What follows belongs to an exercise in optimizing a design on an open flow for small area; a production flow would make more cautious choices.
In this exercise RTL edits were held to simulation tests only and were not proved equivalent to the original.
Power is estimated from default activity; no workload was simulated.

== raven ==
==> flow/design.v (excerpt) <==
module img_controller (
    input  logic                  clk,
    input  logic                  rst,
    input  logic                  cmd_capture,
    input  logic                  cmd_readout,
    input  logic [img_pkg::SKIP_BITS-1:0]  cmd_skip_count,
    input  img_pkg::header_t               cmd_header,
    input  logic [img_pkg::PIXEL_BITS-1:0] img_pixel,
    input  logic                  img_fv,
    input  logic                  img_lv,
    output logic                  status_capture_done,
    output img_pkg::capture_stats_t        status_stats,
    output logic                  readout_start,
    output logic                  readout_ready,
    input  logic                  readout_trigger,
    output img_pkg::pixel_word_t           readout_data
);
For scale: roughly 1600 cells after synthesis, roughly 150 I/O pins, about 0.024 sq mm of cells after synthesis.
==> flow/config.mk <==
export PLATFORM = sky130hd
export DESIGN_NAME = img_controller
export DESIGN_NICKNAME = img_controller
export VERILOG_FILES = /design/flow/design.v
export SDC_FILE = /design/flow/constraint.sdc
export NUM_CORES = 4
export LEC_CHECK = 0
export CAP_MARGIN = 20
export CORE_MARGIN = 2
export CORE_UTILIZATION = 60
export CTS_BUF_LIST = sky130_fd_sc_hd__clkbuf_8
export CTS_CLUSTER_DIAMETER = 60
export CTS_CLUSTER_SIZE = 18
export SLEW_MARGIN = 20
==> flow/constraint.sdc <==
create_clock -name core_clock -period 10.0 [get_ports {clk}]
set_input_delay 2.0000 -clock core_clock [delete_from_list [all_inputs] [get_ports {clk}]]
set_output_delay 2.0000 -clock core_clock [all_outputs]
set_load 0.01 [all_outputs]
standard.sh (not shown) runs the stock make flow with config.mk's settings and CLKGATE_MAP_FILE= SYNTH_SCRIPT=/design/flow/synth_recipe.tcl, a recipe that flattens the netlist after the stock synthesis.
==> flow/flow/run.sh <==
#!/bin/bash
# Standard layout, unchanged; full log kept beside the run.
bash standard.sh > standard.log 2>&1
--- input diff raven..willow ---
==> flow/flow/run.sh <==
#!/bin/bash
# Standard layout with two changes: the port buffers are the smallest buffer
# cell, and clock tree synthesis inserts no dummy loads. Full log beside the run.
bash standard.sh \
  "BUFFER_PORTS_ARGS=-buffer_cell sky130_fd_sc_hd__buf_1" \
  "CTS_ARGS=-sink_clustering_enable -repair_clock_nets -sink_clustering_size 18 -sink_clustering_max_diameter 60 -buf_list sky130_fd_sc_hd__clkbuf_8 -dont_use_dummy_load" \
  finish > standard.log 2>&1
==> run summary <==
- Against raven, final instance area in willow fell by a few percent.
- Sequential share of layout area delta for willow relative to raven: 2.0 points higher
- On wire length of the first global-routing pass, the lower figure sits with willow, not raven.
- The met1 wire length was comparable across willow and raven.
- As far as initial standard-cell utilization of the core goes, raven and willow are indistinguishable; the numbers are identical.
- Higher total vias in the final route among willow and raven: raven
- Diff raven -> willow | number of ordinary and repair buffers in the finished layout | up by a few percent
- The minimum clock period number comes out higher for raven vs willow.
- Compared raven against willow; final instance count without filler cells within noise.
- Of willow and raven, the run reporting the lower share of post-route cells with drive strength above 1 was raven.
- Diff raven -> willow | global-route met3 utilization | decrease of 0.67 points
The following lists how harbor was set up differently from willow:
==> flow/run.sh (new file) <==
#!/bin/bash
# synth_recipe.tcl (not shown) runs the flow's synth.tcl, then flattens the netlist and writes it again
# the make line also repeats each setting of config.mk as NAME=value (left out here)
make -C /OpenROAD-flow-scripts/flow DESIGN_CONFIG=/design/flow/config.mk WORK_HOME=/design/flow/orfs CLKGATE_MAP_FILE= SYNTH_SCRIPT=/design/flow/synth_recipe.tcl finish
removed: flow/flow/run.sh
removed: flow/standard.sh
==> run summary <==
Setup slack delta for harbor relative to willow: 0.077 ns lower
[compare] base=willow new=harbor: leakage dissipation shows an increase of 3.3%; time the final worst path needs with I/O delays and setup has increased; area of the mapped netlist closely matched the old numbers; stage delay of the slowest cell on the critical path -0.03 ns.
Ratio of routed vias to standard cells: willow vs harbor, no meaningful difference
In terms of max-slew violation total from the final report, willow and harbor differ only marginally.
harbor consumes more power than willow does.
Fraction of final layout cells sized beyond drive strength 1, willow and harbor, lower one = harbor.
Edits applied to the flow inputs when going from harbor to ember:
==> flow/flow/run.sh (new file) <==
#!/bin/bash
# Standard layout with two changes: the port buffers are the smallest buffer
# cell, and clock tree synthesis inserts no dummy loads. Full log beside the run.
bash standard.sh \
  "BUFFER_PORTS_ARGS=-buffer_cell sky130_fd_sc_hd__buf_1" \
  "CTS_ARGS=-sink_clustering_enable -repair_clock_nets -sink_clustering_size 10 -sink_clustering_max_diameter 50 -buf_list sky130_fd_sc_hd__clkbuf_4 -dont_use_dummy_load" \
  finish > standard.log 2>&1
==> flow/standard.sh (new file) <==
#!/bin/bash
# synth_recipe.tcl (not shown) runs the flow's synth.tcl, then flattens the netlist and writes it again
# the make line also repeats each setting of config.mk as NAME=value (left out here)
make -C /OpenROAD-flow-scripts/flow DESIGN_CONFIG=/design/flow/config.mk WORK_HOME=/design/flow/orfs CLKGATE_MAP_FILE= SYNTH_SCRIPT=/design/flow/synth_recipe.tcl "${@:-finish}"
removed: flow/run.sh
[summary]
Comparing ember against harbor, there is no change at all in layout sequential cell count. Going from harbor to ember, worst path required time saw an increase, internal power summed over all cells went down 120 uW, cell count higher. Going from harbor to ember, combinational power shrank by a few percent. [compare] base=harbor new=ember: portion of total power attributed to the clock network now smaller; total of fill cells in the finished design now larger; final critical-path setup slack now larger.

========
img_controller, a different RTL version from the one above (not shown whole).
For scale: ~1500 cells after synthesis, ~870 flip-flops, roughly 23000 µm² of cells after synthesis.
Settings: LEC_CHECK=0, CAP_MARGIN=20, CORE_MARGIN=2, CORE_UTILIZATION=60, CTS_BUF_LIST=sky130_fd_sc_hd__clkbuf_8, CTS_CLUSTER_DIAMETER=60, CTS_CLUSTER_SIZE=20, SLEW_MARGIN=20; clock period 10.0 ns.
==> flow/flow/run.sh <==
#!/bin/bash
# Standard layout (the standard.sh, standard synthesis unchanged) with
# three changes:
#  - the port buffers are the smallest buffer cell (every port still gets one)
#  - clock tree: clkbuf_8 sink clusters of at most 20, no dummy loads
#  - the constant-0 outputs share one tie cell instead of one each
# The full log of the run is kept beside it in standard.log.
bash standard.sh \
  "BUFFER_PORTS_ARGS=-buffer_cell sky130_fd_sc_hd__buf_1" \
  "CTS_ARGS=-sink_clustering_enable -repair_clock_nets -sink_clustering_size 20 -sink_clustering_max_diameter 90 -buf_list sky130_fd_sc_hd__clkbuf_8 -dont_use_dummy_load" \
  SKIP_REPAIR_TIE_FANOUT=1 \
  finish > standard.log 2>&1
The first run completed with no timing, DRC or antenna violations.
Next try:
--- a/flow/flow/run.sh
+++ b/flow/flow/run.sh
@@ -10 +10 @@
-  "CTS_ARGS=-sink_clustering_enable -repair_clock_nets -sink_clustering_size 20 -sink_clustering_max_diameter 90 -buf_list sky130_fd_sc_hd__clkbuf_8 -dont_use_dummy_load" \
+  "CTS_ARGS=-sink_clustering_enable -repair_clock_nets -sink_clustering_size 20 -sink_clustering_max_diameter 60 -buf_list sky130_fd_sc_hd__clkbuf_8 -dont_use_dummy_load" \
CORE_UTILIZATION = 50   (was 60)
Outcome: Wire length climbs by 2.2%. Count of clock-buffer cells in the layout climbs by 4. Hold slack degrades by 0.014 ns. Total power climbs by 0.95%. Synthesized cell count is unchanged. Utilization drops by 9.8 points. Setup slack improves by 0.089 ns. Cell area climbs by 0.61%. Via count drops by 0.32%. Global-route usage drops by 3.3 points.
Next try:
--- a/flow/flow/run.sh
+++ b/flow/flow/run.sh
@@ -10 +10 @@
-  "CTS_ARGS=-sink_clustering_enable -repair_clock_nets -sink_clustering_size 20 -sink_clustering_max_diameter 60 -buf_list sky130_fd_sc_hd__clkbuf_8 -dont_use_dummy_load" \
+  "CTS_ARGS=-sink_clustering_enable -repair_clock_nets -sink_clustering_size 19 -sink_clustering_max_diameter 120 -buf_list sky130_fd_sc_hd__clkbuf_8 -dont_use_dummy_load" \
CORE_UTILIZATION = 60   (was 50)
Worst hold slack barely changes.
Via count came out higher slightly.
Final area came out lower slightly.
Global-route usage came out higher by 3.4 points.
Clock-buffer cell count came out lower by 2.

========
Another version of the RTL of img_controller (not shown whole).
Size in the first run: ~1600 cells after synthesis, roughly 870 flip-flops, roughly 150 I/O pins, ~0.023 mm² of cells after synthesis.
clock: 10.0 ns
lec_check: 0
cap_margin: 20
core_margin: 2
core_utilization: 60
cts_buf_list: sky130_fd_sc_hd__clkbuf_8
cts_cluster_diameter: 60
cts_cluster_size: 18
slew_margin: 20
==> flow/flow/run.sh <==
#!/bin/bash
# Standard layout with two changes: the port buffers are the smallest buffer
# cell, and clock tree synthesis inserts no dummy loads. Full log beside the run.
bash standard.sh \
  "BUFFER_PORTS_ARGS=-buffer_cell sky130_fd_sc_hd__buf_1" \
  "CTS_ARGS=-sink_clustering_enable -repair_clock_nets -sink_clustering_size 10 -sink_clustering_max_diameter 50 -buf_list sky130_fd_sc_hd__clkbuf_4 -dont_use_dummy_load" \
  finish > standard.log 2>&1
Change:
==> flow/flow/run.sh (replaced) <==
#!/bin/bash
# Standard layout with two changes: the port buffers are the smallest buffer
# cell, and clock tree synthesis inserts no dummy loads. Full log beside the run.
bash standard.sh \
  "BUFFER_PORTS_ARGS=-buffer_cell sky130_fd_sc_hd__buf_1" \
  "CTS_ARGS=-sink_clustering_enable -repair_clock_nets -sink_clustering_size 20 -sink_clustering_max_diameter 60 -buf_list sky130_fd_sc_hd__clkbuf_8 -dont_use_dummy_load" \
  finish > standard.log 2>&1
Synthesized area does not change.
Count of clock-buffer cells in the layout falls by 47.
Routed wire length decreases by 1.0%.
Worst setup slack loses 0.041 ns.
Maximum frequency came out lower by 0.65%.
Non-clock buffer count stays the same.
Core utilization went down by 0.11 points.

[separate check: timing with driven ports]
No port has a modelled driver above. Below, the same layouts with a new extraction and two added sets of constraints. Step 1: set_driving_cell puts a clkbuf_16 on clk and a buf_2 on each other input, an assumption about the parent block. Step 2, shift: input delay + t, output delay - t, t = (earliest + latest rising clock arrival at the registers) / 2. This alone moves slack from input paths to output paths. Slacks: ideal / step 1 / step 2; pairs: ideal / step 1.
run | shift t [ns] | slack for setup (ns) | hold WS [ns] | worst setup path after step 2 | clock arrival spread, ns
raven | 0.706 | 3.379 / 3.369 / 3.379 | 0.323 / 0.323 / 0.323 | register to register | 0.023 / 0.023
willow | 0.682 | 3.455 / 3.455 / 3.455 | 0.296 / 0.296 / 0.296 | register to register | 0.077 / 0.078
harbor | 0.706 | 3.379 / 3.369 / 3.379 | 0.323 / 0.323 / 0.323 | register to register | 0.023 / 0.023
ember | 0.815 | 3.478 / 3.478 / 3.478 | 0.285 / 0.285 / 0.285 | register to register | 0.070 / 0.069
the first run of note 2 | 0.673 | 4.294 / 4.318 / 3.645 | 0.307 / 0.307 / 0.307 | input to register | 0.075 / 0.075
the second run of note 2 | 0.686 | 4.383 / 4.407 / 3.724 | 0.292 / 0.292 / 0.292 | input to register | 0.050 / 0.051
the third run of note 2 | 0.683 | 4.358 / 4.391 / 3.708 | 0.292 / 0.292 / 0.292 | input to register | 0.052 / 0.051
the first run of note 3 | 0.823 | 3.683 / 3.683 / 3.683 | 0.289 / 0.289 / 0.289 | register to register | 0.097 / 0.097
the second run of note 3 | 0.676 | 3.642 / 3.642 / 3.642 | 0.294 / 0.294 / 0.294 | register to register | 0.098 / 0.099
After both steps setup and hold are still met in every run listed. For the second run of note 2, which loses most, drivers alone change the setup slack by +0.024 ns; drivers and shift together by -0.659 ns.
